Source: an optimization exercise on an open RTL-to-GDS flow (aim: small area, a short achievable clock period and few clock cycles per item). Production flows keep margins and buffers that such runs may drop. In this exercise RTL edits were held to simulation tests only and were not proved equivalent to the original.

==> flow/design.v <==
`timescale 1ns / 1ps
`default_nettype none
package plid_pkg;
  localparam int CAPACITY = 16;
  localparam int DATA_W   = 32;
  localparam int POS_W    = 5;
  localparam int OCNT_W   = 5;
  localparam int SLOT_W   = $clog2(CAPACITY);
  localparam int CNT_W    = $clog2(CAPACITY + 1);
  localparam logic [1:0] CMD_APPEND = 2'd0;
  localparam logic [1:0] CMD_INSERT = 2'd1;
  localparam logic [1:0] CMD_DELETE = 2'd2;
  localparam logic [1:0] CMD_DUMP   = 2'd3;
  localparam logic [1:0] STAT_OK    = 2'd0;
  localparam logic [1:0] STAT_FULL  = 2'd1;
  localparam logic [1:0] STAT_RANGE = 2'd2;
  typedef struct packed {
    logic [1:0]               cmd;
    logic signed [DATA_W-1:0] elem_value;
    logic [POS_W-1:0]         position;
  } plid_in_t;
  typedef struct packed {
    logic [1:0]               status;
    logic signed [DATA_W-1:0] elem_out;
    logic [OCNT_W-1:0]        count_now;
    logic                     last;
  } plid_out_t;
endpackage
`default_nettype wire
`timescale 1ns / 1ps
`default_nettype none
module plid_cell (
  input  wire logic                               clk,
  input  wire logic                               we,
  input  wire logic signed [plid_pkg::DATA_W-1:0] wdata,
  output logic signed [plid_pkg::DATA_W-1:0]      q
);
  logic signed [plid_pkg::DATA_W-1:0] val_r;
  always_ff @(posedge clk) begin
    if (we) val_r <= wdata;
  end
  assign q = val_r;
endmodule
`default_nettype wire
`timescale 1ns / 1ps
`default_nettype none
module positional_list_insert_delete_unit (
  input  wire logic               clk,
  input  wire logic               rst_n,
  input  wire logic               in_valid,
  output logic                    in_ready,
  input  wire logic [38:0]        in_data,
  output logic                    out_valid,
  input  wire logic               out_ready,
  output logic [39:0]             out_data
);
  localparam int N  = plid_pkg::CAPACITY;
  localparam int SW = plid_pkg::SLOT_W;
  localparam int CW = plid_pkg::CNT_W;
  localparam int OW = plid_pkg::OCNT_W;
  localparam int PW = plid_pkg::POS_W;
  plid_pkg::plid_in_t in_pkt;
  assign in_pkt = in_data;
  logic [CW-1:0]                      cnt_r, cnt_nxt;
  logic [N-1:0]                       cth_r, cth_nxt;  
  logic [SW-1:0]                      ptr_r [N];
  logic signed [plid_pkg::DATA_W-1:0] mem_q [N];
  logic                               dmp_r;      
  logic [N-1:0]                       nx_oh_r;    
  logic [N-1:0]                       rs_oh_r;    
  logic [SW-1:0]                      nx_slot_r;  
  logic                               lst_r;      
  logic                               out_valid_r;
  plid_pkg::plid_out_t                out_r;
  logic                slot_free, acc, full, empty, one;
  logic                is_app, is_ins, is_del, is_dmp, dmp_elems;
  logic                ins_ok, del_ok, pos_le_cnt, pos_lt_cnt;
  logic                ins_do, del_do;
  logic [N-1:0]        ins_gt, ins_eq, del_ge, cnt_eq;
  logic [N:0]          cge;
  logic [CW-1:0]       cnt_inc, cnt_dec;
  logic [N-1:0]        cth_inc, cth_dec;
  logic [N-1:0]        oh_ptr0, oh_ptr1, oh_top, oh_nx;
  logic [1:0]          stat;
  logic [SW-1:0]       del_slot, nx_slot;
  logic signed [plid_pkg::DATA_W-1:0] rd_val;
  logic                emit, nx_lst;
  logic                dmp_nxt;
  always_comb begin
    slot_free  = !out_valid_r || out_ready;
    in_ready   = slot_free && !dmp_r;
    acc        = in_valid && in_ready;
    full       = cth_r[N-1];
    empty      = !cth_r[0];
    one        = cth_r[0] && !cth_r[1];
    for (int i = 0; i < N; i++) begin
      cnt_eq[i] = (i == 0) ? !cth_r[0] : (cth_r[i-1] && !cth_r[i]);
    end
    is_app     = in_pkt.cmd == plid_pkg::CMD_APPEND;
    is_ins     = in_pkt.cmd == plid_pkg::CMD_INSERT;
    is_del     = in_pkt.cmd == plid_pkg::CMD_DELETE;
    is_dmp     = in_pkt.cmd == plid_pkg::CMD_DUMP;
    cge        = {cth_r, 1'b1};
    pos_lt_cnt = !in_pkt.position[PW-1] && cth_r[in_pkt.position[SW-1:0]];
    pos_le_cnt = in_pkt.position[PW-1] ? (in_pkt.position[SW-1:0] == '0 && full)
                                       : cge[in_pkt.position[SW-1:0]];
    ins_ok     = acc && !full && (is_app || (is_ins && pos_le_cnt));
    del_ok     = acc && is_del && pos_lt_cnt;
    ins_do     = acc && !full && (is_app || is_ins);
    del_do     = acc && is_del;
    for (int i = 0; i < N; i++) begin
      if (is_app) begin
        ins_gt[i] = (i == 0) ? 1'b0 : !cth_r[i-1];
        ins_eq[i] = cnt_eq[i];
      end else begin
        ins_gt[i] = PW'(i) > in_pkt.position;
        ins_eq[i] = PW'(i) == in_pkt.position;
      end
      del_ge[i] = PW'(i) >= in_pkt.position;
    end
    del_slot   = ptr_r[in_pkt.position[SW-1:0]];
    stat = plid_pkg::STAT_OK;
    if (is_app || is_ins) begin
      if (full) stat = plid_pkg::STAT_FULL;
      else if (!is_app && !pos_le_cnt) stat = plid_pkg::STAT_RANGE;
    end else if (is_del) begin
      if (!pos_lt_cnt) stat = plid_pkg::STAT_RANGE;
    end else begin
      if (empty) stat = plid_pkg::STAT_RANGE;
    end
    cnt_inc = cnt_r + 1'b1;
    cnt_dec = cnt_r - 1'b1;
    cth_inc = {cth_r[N-2:0], 1'b1};
    cth_dec = {1'b0, cth_r[N-1:1]};
    cnt_nxt = cnt_r;
    cth_nxt = cth_r;
    if (acc && !full && (is_app || (is_ins && pos_le_cnt))) begin
      cnt_nxt = cnt_inc;
      cth_nxt = cth_inc;
    end
    if (acc && is_del && pos_lt_cnt) begin
      cnt_nxt = cnt_dec;
      cth_nxt = cth_dec;
    end
    dmp_elems = is_dmp && !empty;
    rd_val    = '0;
    for (int i = 0; i < N; i++) rd_val |= {plid_pkg::DATA_W{rs_oh_r[i]}} & mem_q[i];
    oh_ptr0   = N'(1) << ptr_r[0];
    oh_ptr1   = N'(1) << ptr_r[1];
    oh_top    = N'(1) << ptr_r[N-1];
    nx_slot   = '0;
    nx_lst    = 1'b0;
    for (int i = 0; i < N; i++) begin
      nx_slot |= {SW{nx_oh_r[i]}} & ptr_r[(i + 1) % N];
      nx_lst  |= nx_oh_r[i] && cnt_eq[(i + 1) % N] && i != N - 1;
    end
    nx_lst   |= nx_oh_r[N-1] && full;
    emit      = slot_free && dmp_r;
    dmp_nxt   = (dmp_r && !(emit && lst_r)) || (acc && dmp_elems && !one);
  end
  always_ff @(posedge clk) begin
    if (!rst_n) begin
      cnt_r       <= '0;
      cth_r       <= '0;
      dmp_r       <= 1'b0;
      out_valid_r <= 1'b0;
    end else begin
      cnt_r       <= cnt_nxt;
      cth_r       <= cth_nxt;
      dmp_r       <= dmp_nxt;
      out_valid_r <= !slot_free || dmp_r || acc;
    end
  end
  always_ff @(posedge clk) begin
    if (slot_free) begin
      if (dmp_r) begin
        out_r.status    <= plid_pkg::STAT_OK;
        out_r.elem_out  <= rd_val;
        out_r.count_now <= OW'(cnt_r);
        out_r.last      <= lst_r;
      end else if (acc) begin
        out_r.status    <= stat;
        out_r.elem_out  <= dmp_elems ? rd_val : '0;
        out_r.count_now <= OW'(cnt_nxt);
        out_r.last      <= !dmp_elems || one;
      end
    end
  end
  always_ff @(posedge clk) begin
    if (emit) begin
      nx_oh_r   <= nx_oh_r << 1;
      nx_slot_r <= nx_slot;
      lst_r     <= nx_lst;
    end else if (acc) begin
      nx_oh_r   <= N'(4);
      nx_slot_r <= ptr_r[2];
      lst_r     <= cnt_eq[2];
    end
  end
  always_ff @(posedge clk) begin
    if (!rst_n) begin
      rs_oh_r <= N'(1);
    end else if (emit) begin
      rs_oh_r <= lst_r ? oh_ptr0 : N'(1) << nx_slot_r;
    end else if (acc) begin
      if (dmp_elems) begin
        if (!one) rs_oh_r <= oh_ptr1;
      end else if (ins_do && ins_eq[0]) begin
        rs_oh_r <= oh_top;
      end else if (del_do && del_ge[0]) begin
        rs_oh_r <= oh_ptr1;
      end
    end
  end
  always_ff @(posedge clk) begin
    for (int i = 0; i < N; i++) begin
      if (!rst_n) begin
        ptr_r[i] <= SW'(i);
      end else if (ins_do) begin
        if (ins_gt[i]) ptr_r[i] <= ptr_r[(i + N - 1) % N];
        else if (ins_eq[i]) ptr_r[i] <= ptr_r[N-1];
      end else if (del_do) begin
        if (del_ge[i]) ptr_r[i] <= (i == N - 1) ? del_slot : ptr_r[(i + 1) % N];
      end
    end
  end
  for (genvar g = 0; g < N; g++) begin : g_slot
    plid_cell u_cell (
      .clk   (clk),
      .we    (!full && oh_top[g]),
      .wdata (in_pkt.elem_value),
      .q     (mem_q[g])
    );
  end
  assign out_valid = out_valid_r;
  assign out_data  = out_r;
endmodule
`default_nettype wire
make LEC_CHECK=0 CAP_MARGIN=20 CORE_MARGIN=2 CORE_UTILIZATION=40 CTS_BUF_LIST='sky130_fd_sc_hd__clkbuf_8 sky130_fd_sc_hd__clkbuf_16' CTS_CLUSTER_DIAMETER=80 CTS_CLUSTER_SIZE=20 SETUP_SLACK_MARGIN=1.9 SLEW_MARGIN=20 finish   # period 4.2 ns
run.sh (not shown) runs the stock make flow with config.mk's settings and CLKGATE_MAP_FILE= SYNTH_SCRIPT=/design/flow/synth_recipe.tcl, a recipe that flattens the netlist after the stock synthesis.
Testbench counts at the start, summed over its fixed seeds: cycles 5,036, items 3,200.
Rerun with:
--- a/flow/design.v
+++ b/flow/design.v
@@ -62,17 +62,21 @@
   plid_pkg::plid_in_t in_pkt;
   assign in_pkt = in_data;
   logic [CW-1:0]                      cnt_r, cnt_nxt;
   logic [N-1:0]                       cth_r, cth_nxt;  
   logic [SW-1:0]                      ptr_r [N];
   logic signed [plid_pkg::DATA_W-1:0] mem_q [N];
+  logic                               rdy_r;      
   logic                               dmp_r;      
   logic [N-1:0]                       nx_oh_r;    
   logic [N-1:0]                       rs_oh_r;    
   logic [SW-1:0]                      nx_slot_r;  
   logic                               lst_r;      
+  logic                               sk_v_r;     
+  logic [1:0]                         sk_st_r;
+  logic [OW-1:0]                      sk_cnt_r;
   logic                               out_valid_r;
   plid_pkg::plid_out_t                out_r;
   logic                slot_free, acc, full, empty, one;
   logic                is_app, is_ins, is_del, is_dmp, dmp_elems;
   logic                ins_ok, del_ok, pos_le_cnt, pos_lt_cnt;
   logic                ins_do, del_do;
@@ -81,18 +85,17 @@
   logic [CW-1:0]       cnt_inc, cnt_dec;
   logic [N-1:0]        cth_inc, cth_dec;
   logic [N-1:0]        oh_ptr0, oh_ptr1, oh_top, oh_nx;
   logic [1:0]          stat;
   logic [SW-1:0]       del_slot, nx_slot;
   logic signed [plid_pkg::DATA_W-1:0] rd_val;
-  logic                emit, nx_lst;
-  logic                dmp_nxt;
+  logic                emit, load_sk, nx_lst;
+  logic                dmp_nxt, sk_v_nxt;
   always_comb begin
     slot_free  = !out_valid_r || out_ready;
-    in_ready   = slot_free && !dmp_r;
-    acc        = in_valid && in_ready;
+    acc        = in_valid && rdy_r;
     full       = cth_r[N-1];
     empty      = !cth_r[0];
     one        = cth_r[0] && !cth_r[1];
     for (int i = 0; i < N; i++) begin
       cnt_eq[i] = (i == 0) ? !cth_r[0] : (cth_r[i-1] && !cth_r[i]);
     end
@@ -153,30 +156,48 @@
     for (int i = 0; i < N; i++) begin
       nx_slot |= {SW{nx_oh_r[i]}} & ptr_r[(i + 1) % N];
       nx_lst  |= nx_oh_r[i] && cnt_eq[(i + 1) % N] && i != N - 1;
     end
     nx_lst   |= nx_oh_r[N-1] && full;
     emit      = slot_free && dmp_r;
-    dmp_nxt   = (dmp_r && !(emit && lst_r)) || (acc && dmp_elems && !one);
+    load_sk   = !slot_free && acc && !dmp_elems;
+    sk_v_nxt  = (sk_v_r && !slot_free) || load_sk;
+    dmp_nxt   = (dmp_r && !(emit && lst_r)) ||
+                (acc && dmp_elems && (!slot_free || !one));
   end
   always_ff @(posedge clk) begin
     if (!rst_n) begin
       cnt_r       <= '0;
       cth_r       <= '0;
       dmp_r       <= 1'b0;
+      sk_v_r      <= 1'b0;
+      rdy_r       <= 1'b1;
       out_valid_r <= 1'b0;
     end else begin
       cnt_r       <= cnt_nxt;
       cth_r       <= cth_nxt;
       dmp_r       <= dmp_nxt;
-      out_valid_r <= !slot_free || dmp_r || acc;
+      sk_v_r      <= sk_v_nxt;
+      rdy_r       <= !dmp_nxt && !sk_v_nxt;
+      out_valid_r <= !slot_free || sk_v_r || dmp_r || acc;
+    end
+  end
+  always_ff @(posedge clk) begin
+    if (load_sk) begin
+      sk_st_r  <= stat;
+      sk_cnt_r <= OW'(cnt_nxt);
     end
   end
   always_ff @(posedge clk) begin
     if (slot_free) begin
-      if (dmp_r) begin
+      if (sk_v_r) begin
+        out_r.status    <= sk_st_r;
+        out_r.elem_out  <= '0;
+        out_r.count_now <= sk_cnt_r;
+        out_r.last      <= 1'b1;
+      end else if (dmp_r) begin
         out_r.status    <= plid_pkg::STAT_OK;
         out_r.elem_out  <= rd_val;
         out_r.count_now <= OW'(cnt_r);
         out_r.last      <= lst_r;
       end else if (acc) begin
         out_r.status    <= stat;
@@ -189,25 +210,25 @@
   always_ff @(posedge clk) begin
     if (emit) begin
       nx_oh_r   <= nx_oh_r << 1;
       nx_slot_r <= nx_slot;
       lst_r     <= nx_lst;
     end else if (acc) begin
-      nx_oh_r   <= N'(4);
-      nx_slot_r <= ptr_r[2];
-      lst_r     <= cnt_eq[2];
+      nx_oh_r   <= slot_free ? N'(4) : N'(2);
+      nx_slot_r <= slot_free ? ptr_r[2] : ptr_r[1];
+      lst_r     <= slot_free ? cnt_eq[2] : one;
     end
   end
   always_ff @(posedge clk) begin
     if (!rst_n) begin
       rs_oh_r <= N'(1);
     end else if (emit) begin
       rs_oh_r <= lst_r ? oh_ptr0 : N'(1) << nx_slot_r;
     end else if (acc) begin
       if (dmp_elems) begin
-        if (!one) rs_oh_r <= oh_ptr1;
+        if (slot_free && !one) rs_oh_r <= oh_ptr1;
       end else if (ins_do && ins_eq[0]) begin
         rs_oh_r <= oh_top;
       end else if (del_do && del_ge[0]) begin
         rs_oh_r <= oh_ptr1;
       end
     end
@@ -229,10 +250,11 @@
       .clk   (clk),
       .we    (!full && oh_top[g]),
       .wdata (in_pkt.elem_value),
       .q     (mem_q[g])
     );
   end
+  assign in_ready  = rdy_r;
   assign out_valid = out_valid_r;
   assign out_data  = out_r;
 endmodule
 `default_nettype wire
=> The new run finished with timing, DRC and antenna clean; clock-buffer cell count climbs by 8; non-clock buffer count goes up by 28; die area climbs by 1.8%; area after synthesis goes up by 1.8%; critical path depth rises by 7; worst setup slack loses 0.087 ns; cell count is higher by 4.5%; clock skew barely changes; via count goes up by 2.9%; fmax shrinks by 3.7%; core utilization rose by 1.3 points; flip-flop and latch count came out higher by 10; cell area is higher by 4.8%; wire length goes up by 2.6%.
Testbench counts after the change, summed over its fixed seeds: cycles 5,036, items 3,200.

-- port drivers added, routing unchanged --
In the flow no input, the clock included, has a driving cell. The finished layouts below were timed again as built, in two steps.
Step 1, drivers: a clkbuf_16 drives clk and a buf_2 each remaining input, both assumed.
Step 2, shift: input delay + t, output delay - t, t = (earliest + latest rising clock arrival at the registers) / 2. This alone moves slack from input paths to output paths.
Slacks: no drivers / after step 1 / after step 2; pairs: no drivers / after step 1.
| run | shift t [ns] | slack for setup (ns) | latest minus earliest clock arrival (ns) | worst data-port slew with drivers (ns) | pins driven straight from the clock port |
|---|---|---|---|---|---|
| the first run | 0.667 | 1.933 / 1.866 / 1.325 | 0.041 / 0.041 | 0.11 | 1 |
| the second run | 0.665 | 1.846 / 1.846 / 1.203 | 0.045 / 0.045 | 0.11 | 1 |
After both steps setup and hold are still met in every run listed. For the second run, which loses most, drivers alone change the setup slack by 0.000 ns; drivers and shift together by -0.643 ns.
